Source: an optimization exercise on an open RTL-to-GDS flow (aim: small area, a short achievable clock period and few clock cycles per item). Production flows keep margins and buffers that such runs may drop.
Only simulation tests tie the RTL to the original design; equivalence was not proved.
Power and IR drop assume default switching activity.

harbor:
## cakeField
module cakeField
(
	input logic update,
	input logic rst,
	input logic step,
	input logic pixelReq,
	input logic [9:0] pixelX,
	input logic [9:0] pixelY,
	output logic pixelAck,
	output logic hitReq,
	output logic [23:0] hitMask,
	input logic hitAck
);
export LEC_CHECK = 0
export CAP_MARGIN = 20
export CORE_MARGIN = 2
export CORE_UTILIZATION = 40
export SETUP_SLACK_MARGIN = 1.5
export SLEW_MARGIN = 20
create_clock -name core_clock -period 4.5 [get_ports {update}]
standard.sh (not shown) runs the stock make flow with config.mk's settings and CLKGATE_MAP_FILE= SYNTH_SCRIPT=/design/flow/synth_recipe.tcl, a recipe that flattens the netlist after the stock synthesis.
==> flow/flow/run.sh <==
#!/bin/bash
# Own layout flow: the standard flow, with the port buffers made from
# plain buffers (the standard flow picks a slow delay cell for them) and
# with the resizer free to swap a cell for one of another footprint.
# Synthesis is the standard one, run unchanged.
set -euo pipefail
bash standard.sh synth > synth.log 2>&1
bash standard.sh \
	"BUFFER_PORTS_ARGS=-buffer_cell sky130_fd_sc_hd__buf_4" \
	MATCH_CELL_FOOTPRINT=0 \
	finish > layout.log 2>&1
Testbench counts of harbor, summed over its fixed seeds: cycles 6,904, queries 3,072.
For umber, these inputs were changed with respect to harbor:
diff --git a/flow/config.mk b/flow/config.mk
--- a/flow/config.mk
+++ b/flow/config.mk
@@ -10,3 +10,3 @@
 export CORE_UTILIZATION = 40
-export SETUP_SLACK_MARGIN = 1.5
+export SETUP_SLACK_MARGIN = 2.8
 export SLEW_MARGIN = 20
### Flow results
In the reports for harbor and umber, the larger setup slack of the critical path after layout belongs to umber.
Clock skew: lower on umber
Signal arrival time at the worst endpoint is higher on harbor
What ember does differently from umber at the input level:
diff --git a/flow/config.mk b/flow/config.mk
--- a/flow/config.mk
+++ b/flow/config.mk
@@ -10,3 +10,3 @@
 export CORE_UTILIZATION = 40
-export SETUP_SLACK_MARGIN = 2.8
+export SETUP_SLACK_MARGIN = 2.3
 export SLEW_MARGIN = 20
==> comparison <==
Global-route wire length before repair sits lower in ember than in umber.
In the metrics for ember and umber, the one carrying the lower total power consumption of the routed design is ember.
Total routed wirelength in ember is about 13% below umber.
On aggregate global-route resource usage: between ember and umber, it ends up higher for umber.
ember ends up with lower combinational power than umber does.

* * *

Setup of north:
Another version of the RTL of cakeField (not shown whole).
Size in the first run: ~870 cells after synthesis, about 130 flip-flops, roughly 51 I/O pins.
Settings: LEC_CHECK=0, CAP_MARGIN=5, CORE_MARGIN=2, CORE_UTILIZATION=40, CTS_BUF_LIST=sky130_fd_sc_hd__clkbuf_4 sky130_fd_sc_hd__clkbuf_8, SETUP_SLACK_MARGIN=2.35, SLEW_MARGIN=5; clock period 4.5 ns.
==> flow/flow/run.sh <==
#!/bin/bash
# Own layout flow: the standard flow, with the port buffers made from
# plain buffers (the standard flow picks a slow delay cell for them) and
# with the resizer free to swap a cell for one of another footprint.
# Synthesis is the standard one except that it leaves adders to ABC
# instead of mapping them to the library's full/half adder cells
# (ADDER_MAP_FILE empty); registers and their names are unchanged.
set -euo pipefail
bash standard.sh ADDER_MAP_FILE= synth > synth.log 2>&1
bash standard.sh \
	ADDER_MAP_FILE= \
	"BUFFER_PORTS_ARGS=-buffer_cell sky130_fd_sc_hd__buf_2" \
	MATCH_CELL_FOOTPRINT=0 \
	finish > layout.log 2>&1
Testbench counts of north, summed over its fixed seeds: cycles 7,096, queries 3,072.
[inputs] south vs north
# north
export LEC_CHECK = 0
export CAP_MARGIN = 5
export CORE_MARGIN = 2
export CORE_UTILIZATION = 40
export CTS_BUF_LIST = sky130_fd_sc_hd__clkbuf_4 sky130_fd_sc_hd__clkbuf_8
export SETUP_SLACK_MARGIN = 2.35
export SLEW_MARGIN = 5
create_clock -name core_clock -period 4.5 [get_ports {update}]
# south
export LEC_CHECK = 0
export CAP_MARGIN = 20
export CORE_MARGIN = 2
export CORE_UTILIZATION = 40
export CTS_BUF_LIST = sky130_fd_sc_hd__clkbuf_4 sky130_fd_sc_hd__clkbuf_8
export SETUP_SLACK_MARGIN = 2.2
export SLEW_MARGIN = 20
create_clock -name core_clock -period 4.5 [get_ports {update}]
--- outcome ---
The flow did not stop early for south: all stages ran, and the layout cleared the timing, DRC and antenna checks. Non-clock buffer count: lower on south. south vs north, worst setup slack before clock tree synthesis went down by 0.044 ns. In south, the area growth from synthesis to layout came out 1.1 points below the value in north. Compared with north, total power in south decreased slightly.

* * *

Another version of the RTL of cakeField (not shown whole).
==> flow/config.mk <==
export PLATFORM = sky130hd
export DESIGN_NAME = cakeField
export DESIGN_NICKNAME = cakeField
export VERILOG_FILES = /design/flow/design.v
export SDC_FILE = /design/flow/constraint.sdc
export NUM_CORES = 4
export LEC_CHECK = 0
export CAP_MARGIN = 20
export CORE_MARGIN = 2
export CORE_UTILIZATION = 40
export CTS_BUF_LIST = sky130_fd_sc_hd__clkbuf_4 sky130_fd_sc_hd__clkbuf_8
export SETUP_SLACK_MARGIN = 2.2
export SLEW_MARGIN = 20
==> flow/constraint.sdc <==
create_clock -name core_clock -period 4.5 [get_ports {update}]
set_input_delay 0.9000 -clock core_clock [delete_from_list [all_inputs] [get_ports {update}]]
set_output_delay 0.9000 -clock core_clock [all_outputs]
set_load 0.01 [all_outputs]
Scripts as last shown in full above: flow/flow/run.sh
The first run ran to the end with no violations.
Testbench counts at the start, summed over its fixed seeds: cycles 7,096, queries 3,072.
Next try:
CORE_UTILIZATION = 50   (was 40)
Result: Combinational power rises by 13%; cell count falls by 3.1%; routed wire length rises by 5.1%; register-to-register slack degrades by 40 ps; clock skew hardly moves.

* * *

run 1:
Starting RTL as in the previous note.
// cakeField
module cakeField
(
	input logic update,
	input logic rst,
	input logic step,
	input logic pixelReq,
	input logic [9:0] pixelX,
	input logic [9:0] pixelY,
	output logic pixelAck,
	output logic hitReq,
	output logic [23:0] hitMask,
	input logic hitAck
);
==> flow/config.mk <==
export PLATFORM = sky130hd
export DESIGN_NAME = cakeField
export DESIGN_NICKNAME = cakeField
export VERILOG_FILES = /design/flow/design.v
export SDC_FILE = /design/flow/constraint.sdc
export NUM_CORES = 4
export LEC_CHECK = 0
export CAP_MARGIN = 20
export CORE_MARGIN = 2
export CORE_UTILIZATION = 40
export CTS_BUF_LIST = sky130_fd_sc_hd__clkbuf_4 sky130_fd_sc_hd__clkbuf_8
export GPL_TIMING_DRIVEN = 1
export SETUP_SLACK_MARGIN = 2.2
export SLEW_MARGIN = 20
==> flow/constraint.sdc <==
create_clock -name core_clock -period 4.5 [get_ports {update}]
set_input_delay 0.9000 -clock core_clock [delete_from_list [all_inputs] [get_ports {update}]]
set_output_delay 0.9000 -clock core_clock [all_outputs]
set_load 0.01 [all_outputs]
Scripts as last shown in full above: flow/flow/run.sh
Run 1: all stages complete, timing, DRC and antenna checks passed
Testbench counts of run 1, summed over its fixed seeds: cycles 7,096, queries 3,072.
What run 2 does differently from run 1 at the input level:
# run 1
export LEC_CHECK = 0
export CAP_MARGIN = 20
export CORE_MARGIN = 2
export CORE_UTILIZATION = 40
export CTS_BUF_LIST = sky130_fd_sc_hd__clkbuf_4 sky130_fd_sc_hd__clkbuf_8
export GPL_TIMING_DRIVEN = 1
export SETUP_SLACK_MARGIN = 2.2
export SLEW_MARGIN = 20
create_clock -name core_clock -period 4.5 [get_ports {update}]
# run 2
export LEC_CHECK = 0
export CAP_MARGIN = 20
export CORE_MARGIN = 2
export CORE_UTILIZATION = 40
export CTS_BUF_LIST = sky130_fd_sc_hd__clkbuf_4 sky130_fd_sc_hd__clkbuf_8
export SETUP_SLACK_MARGIN = 2.1
export SLEW_MARGIN = 20
create_clock -name core_clock -period 4.5 [get_ports {update}]
Notes after the runs:
Lower total power goes to run 2 over run 1. Against run 1, design area in run 2 fell slightly. Relative to run 1, the final worst-path cycle share of run 2 is higher by 2.0 points. Between run 2 and run 1, the power share of the clock group does not differ in any meaningful way. Compared with run 1, run 2 degrades setup slack. Diff run 1..run 2 | internal power summed over all cells | negligible. Looking at wire length of the first global-routing pass across run 1 and run 2, the one that comes out higher is run 1. Run 2 ends up with higher worst-margin pin slew than run 1 does. Between run 1 and run 2, the maximum fanout along the worst path does not differ in any meaningful way. Compared to run 1, the routing of run 2 uses less wire.
[inputs] run 3 vs run 2
# run 2
export LEC_CHECK = 0
export CAP_MARGIN = 20
export CORE_MARGIN = 2
export CORE_UTILIZATION = 40
export CTS_BUF_LIST = sky130_fd_sc_hd__clkbuf_4 sky130_fd_sc_hd__clkbuf_8
export SETUP_SLACK_MARGIN = 2.1
export SLEW_MARGIN = 20
create_clock -name core_clock -period 4.5 [get_ports {update}]
# run 3
export LEC_CHECK = 0
export CAP_MARGIN = 20
export CORE_MARGIN = 2
export CORE_UTILIZATION = 40
export CTS_BUF_LIST = sky130_fd_sc_hd__clkbuf_4 sky130_fd_sc_hd__clkbuf_8
export SETUP_SLACK_MARGIN = 2.4
export SLEW_MARGIN = 20
create_clock -name core_clock -period 4.5 [get_ports {update}]
Findings:
- Looking only at global-route usage, and setting everything else aside, the lower value of run 2 and run 3 goes to run 2.
- Wire length of the first global-routing pass was lower in run 2 than in run 3.
- Summary of run 3 over run 2: final-stage net count has increased; area share of xor/xnor cells in the synthesized design now sits at about the same level.
- Total power per unit cell area: run 3 lower than run 2
Relative to run 3, the following input files were edited for run 4:
# run 3
export LEC_CHECK = 0
export CAP_MARGIN = 20
export CORE_MARGIN = 2
export CORE_UTILIZATION = 40
export CTS_BUF_LIST = sky130_fd_sc_hd__clkbuf_4 sky130_fd_sc_hd__clkbuf_8
export SETUP_SLACK_MARGIN = 2.4
export SLEW_MARGIN = 20
create_clock -name core_clock -period 4.5 [get_ports {update}]
# run 4
export LEC_CHECK = 0
export CAP_MARGIN = 20
export CORE_MARGIN = 2
export CORE_UTILIZATION = 40
export CTS_BUF_LIST = sky130_fd_sc_hd__clkbuf_4 sky130_fd_sc_hd__clkbuf_8
export SETUP_SLACK_MARGIN = 2.0
export SLEW_MARGIN = 20
create_clock -name core_clock -period 4.5 [get_ports {update}]
[summary]
Minimum setup slack among reg-to-reg paths: run 4 worse than run 3
Total power consumption of the routed design (higher): run 3
Run 4 ends up with a routed wire length that is 7.1% lower than in run 3.
Of run 4 and run 3, the run reporting the higher area added between synthesis and finish was run 3.
In the reports for run 4 and run 3, the larger clock tree buffer count of the final layout belongs to run 4.

## port drivers added, routing unchanged
The results above use ideal ports. As a check the final layouts listed here were re-extracted and re-timed, cells and wires unchanged.
Step 1 (the two cells are an assumption about what drives the block):
set clk [get_ports {update}]
set_driving_cell -lib_cell sky130_fd_sc_hd__clkbuf_16 $clk
set_driving_cell -lib_cell sky130_fd_sc_hd__buf_2 [delete_from_list [all_inputs] $clk]
Step 2 moves the port delays by t, midway between the first and last clock arrival at a register: inputs arrive t later, outputs are due t later. That takes back most of the time a late clock gives input paths.
a / b / c = ideal ports / drivers / drivers and shift; a / b = the first two.
run | t (ns) | setup slack, ns | worst slew at a driven data input, ns
harbor | 0.459 | 1.883 / 1.902 / 1.443 | 0.04
umber | 0.468 | 2.275 / 2.262 / 1.794 | 0.08
ember | 0.465 | 2.251 / 2.253 / 1.788 | 0.06
north | 0.480 | 2.460 / 2.460 / 2.035 | 0.04
south | 0.476 | 2.344 / 2.344 / 1.925 | 0.03
the first run of note 3 | 0.481 | 2.242 / 2.242 / 1.902 | 0.03
the second run of note 3 | 0.481 | 2.205 / 2.205 / 1.920 | 0.03
run 1 | 0.481 | 2.242 / 2.242 / 1.902 | 0.03
run 2 | 0.477 | 2.154 / 2.154 / 1.850 | 0.03
run 3 | 0.498 | 2.197 / 2.197 / 2.078 | 0.04
run 4 | 0.477 | 2.120 / 2.120 / 1.838 | 0.03
After both steps setup and hold are still met in every run listed. The setup slack of umber, which loses most, moves by -0.013 ns with the drivers and by -0.481 ns with both steps.
